Background: an optimization exercise with open tools, aiming at small area and a short achievable clock period. Do not read the settings as production practice. The RTL was checked by simulation tests, not by an equivalence proof against the original design. Power and IR drop assume default switching activity.

==> flow/design.v <==
package trace_pkg;
    localparam int          STAMP_W   = 16;
    localparam logic [31:0] NO_FINISH = 32'hffff_ffff;
    typedef struct packed {
        logic [STAMP_W-1:0] cycle;
        logic [31:0]        addr;
        logic [31:0]        data;
    } trace_entry_t;
endpackage
module trace_fifo #(
    parameter int DEPTH = 16,
    parameter int EW    = 80
) (
    input  logic          clk,
    input  logic          reset,
    input  logic          push,
    input  logic          ready,       
    input  logic [EW-1:0] push_entry,
    output logic          valid,       
    output logic          full,
    output logic          last,        
    output logic [EW-1:0] head         
);
    localparam int BD = DEPTH - 1;
    localparam int CW = $clog2(BD + 1);
    logic [EW-1:0] r_mem [0:BD-1];
    logic [BD-1:0] r_wsel, r_rsel;      
    logic [CW-1:0] r_bcnt;
    logic          r_bempty, r_bfull;
    logic          r_hv;
    logic [EW-1:0] r_head;
    logic          w_pop, w_bpush, w_bpop, w_selb, w_selin;
    logic [CW-1:0] w_bcnt_nxt;
    logic [EW-1:0] w_bout;
    assign valid = r_hv;
    assign full  = r_hv & r_bfull;
    assign last  = r_hv & r_bempty;
    assign head  = r_head;
    assign w_pop   = r_hv & ready;
    assign w_selb  = r_hv & ~r_bempty;           
    assign w_selin = push & ~w_selb;             
    assign w_bpush = push & r_hv & ~(ready & r_bempty);
    assign w_bpop  = w_pop & ~r_bempty;
    always_comb begin
        w_bout = '0;
        for (int i = 0; i < BD; i++)
            w_bout = w_bout | ({EW{r_rsel[i]}} & r_mem[i]);
    end
    always_comb begin
        w_bcnt_nxt = r_bcnt;
        if (w_bpush & ~w_bpop) w_bcnt_nxt = r_bcnt + CW'(1);
        else if (~w_bpush & w_bpop) w_bcnt_nxt = r_bcnt - CW'(1);
    end
    always_ff @(posedge clk or negedge reset) begin
        if (!reset) begin
            r_wsel   <= BD'(1);
            r_rsel   <= BD'(1);
            r_bcnt   <= '0;
            r_bempty <= 1'b1;
            r_bfull  <= 1'b0;
            r_hv     <= 1'b0;
            r_head   <= '0;
        end else begin
            if (w_bpush) r_wsel <= {r_wsel[BD-2:0], r_wsel[BD-1]};
            if (w_bpop)  r_rsel <= {r_rsel[BD-2:0], r_rsel[BD-1]};
            r_bcnt   <= w_bcnt_nxt;
            r_bempty <= (w_bcnt_nxt == '0);
            r_bfull  <= (w_bcnt_nxt == CW'(BD));
            r_hv     <= r_hv ? (~ready | ~r_bempty | push) : push;
            if (~r_hv | ready)
                r_head <= ({EW{w_selb}} & w_bout) | ({EW{w_selin}} & push_entry);
        end
    end
    always_ff @(posedge clk) begin
        for (int i = 0; i < BD; i++)
            if (r_wsel[i] & (~r_bfull | ready)) r_mem[i] <= push_entry;
    end
endmodule
module store_trace_monitor #(
    parameter int DEPTH   = 16,
    parameter int CYCLE_W = 16,
    parameter int CNT_W   = 16
) (
    input  logic               clk,
    input  logic               reset,
    input  logic [31:0]        pc,
    input  logic [31:0]        pc_finished,
    input  logic               memwrite,
    input  logic [31:0]        aluout,
    input  logic [31:0]        writedata,
    output logic               halt,
    output logic               trace_valid,
    input  logic               trace_ready,
    output logic [CYCLE_W-1:0] trace_cycle,
    output logic [31:0]        trace_addr,
    output logic [31:0]        trace_data,
    output logic               done,
    output logic               overflow,
    output logic [CNT_W-1:0]   store_count,
    output logic [CNT_W-1:0]   drop_count
);
    localparam int EW = CYCLE_W + 64;
    logic               r_halted, r_done;
    logic [CYCLE_W-1:0] r_stamp;       
    logic [CNT_W-1:0]   r_store_cnt;
    logic [CNT_W-1:0]   r_drop_cnt;
    logic               r_ovf;
    logic               w_hit, w_capture, w_pop, w_push, w_drop;
    logic               w_valid, w_full, w_last;
    logic [EW-1:0]      w_head;
    assign w_hit     = (pc == pc_finished);
    assign halt      = w_hit | r_halted;
    assign w_capture = memwrite & ~halt;
    assign w_pop     = w_valid & trace_ready;
    assign w_push    = w_capture & (~w_full | trace_ready);
    assign w_drop    = w_capture & w_full & ~trace_ready;
    trace_fifo #(.DEPTH(DEPTH), .EW(EW)) u_fifo (
        .clk        (clk),
        .reset      (reset),
        .push       (w_push),
        .ready      (trace_ready),
        .push_entry ({r_stamp, aluout, writedata}),
        .valid      (w_valid),
        .full       (w_full),
        .last       (w_last),
        .head       (w_head)
    );
    always_ff @(posedge clk or negedge reset) begin
        if (!reset) begin
            r_halted    <= 1'b0;
            r_done      <= 1'b0;
            r_stamp     <= CYCLE_W'(1);
            r_store_cnt <= '0;
            r_drop_cnt  <= '0;
            r_ovf       <= 1'b0;
        end else begin
            if (w_hit) r_halted <= 1'b1;
            if (r_halted & (~w_valid | (w_pop & w_last))) r_done <= 1'b1;
            if (~r_halted) r_stamp <= r_stamp + CYCLE_W'(1);
            if (w_push && (r_store_cnt != '1)) r_store_cnt <= r_store_cnt + CNT_W'(1);
            if (w_drop) begin
                r_ovf <= 1'b1;
                if (r_drop_cnt != '1) r_drop_cnt <= r_drop_cnt + CNT_W'(1);
            end
        end
    end
    assign trace_valid = w_valid;
    assign {trace_cycle, trace_addr, trace_data} = w_head;
    assign done        = r_done;
    assign overflow    = r_ovf;
    assign store_count = r_store_cnt;
    assign drop_count  = r_drop_cnt;
endmodule
Settings: LEC_CHECK=0, CAP_MARGIN=20, CORE_MARGIN=2, CORE_UTILIZATION=40, SETUP_SLACK_MARGIN=1.6, SLEW_MARGIN=20, TNS_END_PERCENT=5; clock period 4.5 ns.
run.sh (not shown) runs the stock make flow with config.mk's settings and CLKGATE_MAP_FILE= SYNTH_SCRIPT=/design/flow/synth_recipe.tcl, a recipe that flattens the netlist after the stock synthesis.
The baseline completed with no timing, DRC or antenna violations.
Rerun with:
- CORE_UTILIZATION: 40 -> 60
- CTS_BUF_LIST: not set -> sky130_fd_sc_hd__clkbuf_8
- CTS_CLUSTER_DIAMETER: not set -> 45
- CTS_CLUSTER_SIZE: not set -> 18
=> The new run ran to the end with no violations; hold slack loses 0.030 ns; utilization went up by 22 points; final area went down by 3.3%; first-iteration DRC count went up by 5.0%.
Rerun with:
- SETUP_SLACK_MARGIN: 1.6 -> not set
- TNS_END_PERCENT: 5 -> not set
Result: The changed run produced a clean layout; design area came out lower slightly; first-iteration DRC count rose by roughly a tenth; die area does not change; combinational power went down by a few percent; worst setup slack degrades by 1.0 ns; power barely changes; wire length goes down slightly; global-route usage stays flat.
Rerun with:
- CORE_UTILIZATION: 60 -> 40
- CTS_BUF_LIST: sky130_fd_sc_hd__clkbuf_8 -> not set
- CTS_CLUSTER_DIAMETER: 45 -> not set
- CTS_CLUSTER_SIZE: 18 -> not set
The new run ran to the end with no violations.
Combinational power increases by about 3%.
Count of clock-buffer cells in the layout increases by 55.
Area after synthesis is unchanged.
Worst setup slack improves by 0.049 ns.
Register-to-register slack improves by 0.10 ns.
Via count decreases by 1.1%.
Worst hold slack improves by 0.035 ns.
Total power increases by 9.5%.
Design area increases by 3.2%.
Rerun with:
- SETUP_SLACK_MARGIN: not set -> 2.1
- TNS_END_PERCENT: not set -> 5
Effect: Utilization came out higher by 0.83 points; clock-buffer cell count rises by 13; synthesized area is unchanged; clock skew rose by 0.018 ns; routed wire length rose by 8.0%; setup slack improved by 0.97 ns; final cell count rose by 1.5%; critical path depth stays the same; sequential share of layout area came out lower by 1.1 points; sequential cell count is unchanged; non-clock buffer count grows by 76.
Rerun with:
==> flow/flow/run.sh (new file) <==
#!/bin/bash
# The standard layout, with the port buffers that buffer_ports inserts made
# from the smallest plain buffer; timing repair upsizes those on critical paths.
set -euo pipefail
bash standard.sh BUFFER_PORTS_ARGS="-buffer_cell sky130_fd_sc_hd__buf_1" finish > standard_flow.log 2>&1
==> flow/standard.sh (new file) <==
#!/bin/bash
# synth_recipe.tcl (not shown) runs the flow's synth.tcl, then flattens the netlist and writes it again
# the make line also repeats each setting of config.mk as NAME=value (left out here)
make -C /OpenROAD-flow-scripts/flow DESIGN_CONFIG=/design/flow/config.mk WORK_HOME=/design/flow/orfs CLKGATE_MAP_FILE= SYNTH_SCRIPT=/design/flow/synth_recipe.tcl "${@:-finish}"
- CORE_UTILIZATION: 40 -> 60
- CTS_BUF_LIST: not set -> sky130_fd_sc_hd__clkbuf_8
- CTS_CLUSTER_DIAMETER: not set -> 45
- CTS_CLUSTER_SIZE: not set -> 18
removed: flow/run.sh
What happened:
- final area goes down by a little under a tenth
- non-clock buffer count drops by 70
- global-route usage rises by 9.4 points
- power came out lower by roughly a tenth
- worst setup slack gets better by 0.042 ns

-- static timing again, ports no longer ideal --
How much do the figures lean on ideal ports? The routed layouts below were timed once more, with nothing changed but the port constraints. Step 1 assumes that a clkbuf_16 drives the clock port and a buf_2 every other input. Step 2, shift: input delay + t, output delay - t, t = (earliest + latest rising clock arrival at the registers) / 2. This alone moves slack from input paths to output paths. Three values: ideal, step 1, step 2; two values: the first two.
run | t (ns) | setup WS [ns] | worst setup path at the end
the first run | 0.807 | 1.502 / 1.477 / 0.823 | input to register
the second run | 0.869 | 1.517 / 1.502 / 0.686 | input to register
the third run | 0.861 | 0.495 / 0.465 / 0.465 | input to output
the fourth run | 0.808 | 0.544 / 0.516 / 0.516 | input to output
the fifth run | 0.830 | 1.515 / 1.472 / 0.999 | input to register
the sixth run | 0.889 | 1.558 / 1.530 / 1.236 | input to register
After both steps every run listed still meets setup and hold. The setup slack of the second run, which loses most, moves by -0.015 ns with the drivers and by -0.831 ns with both steps.
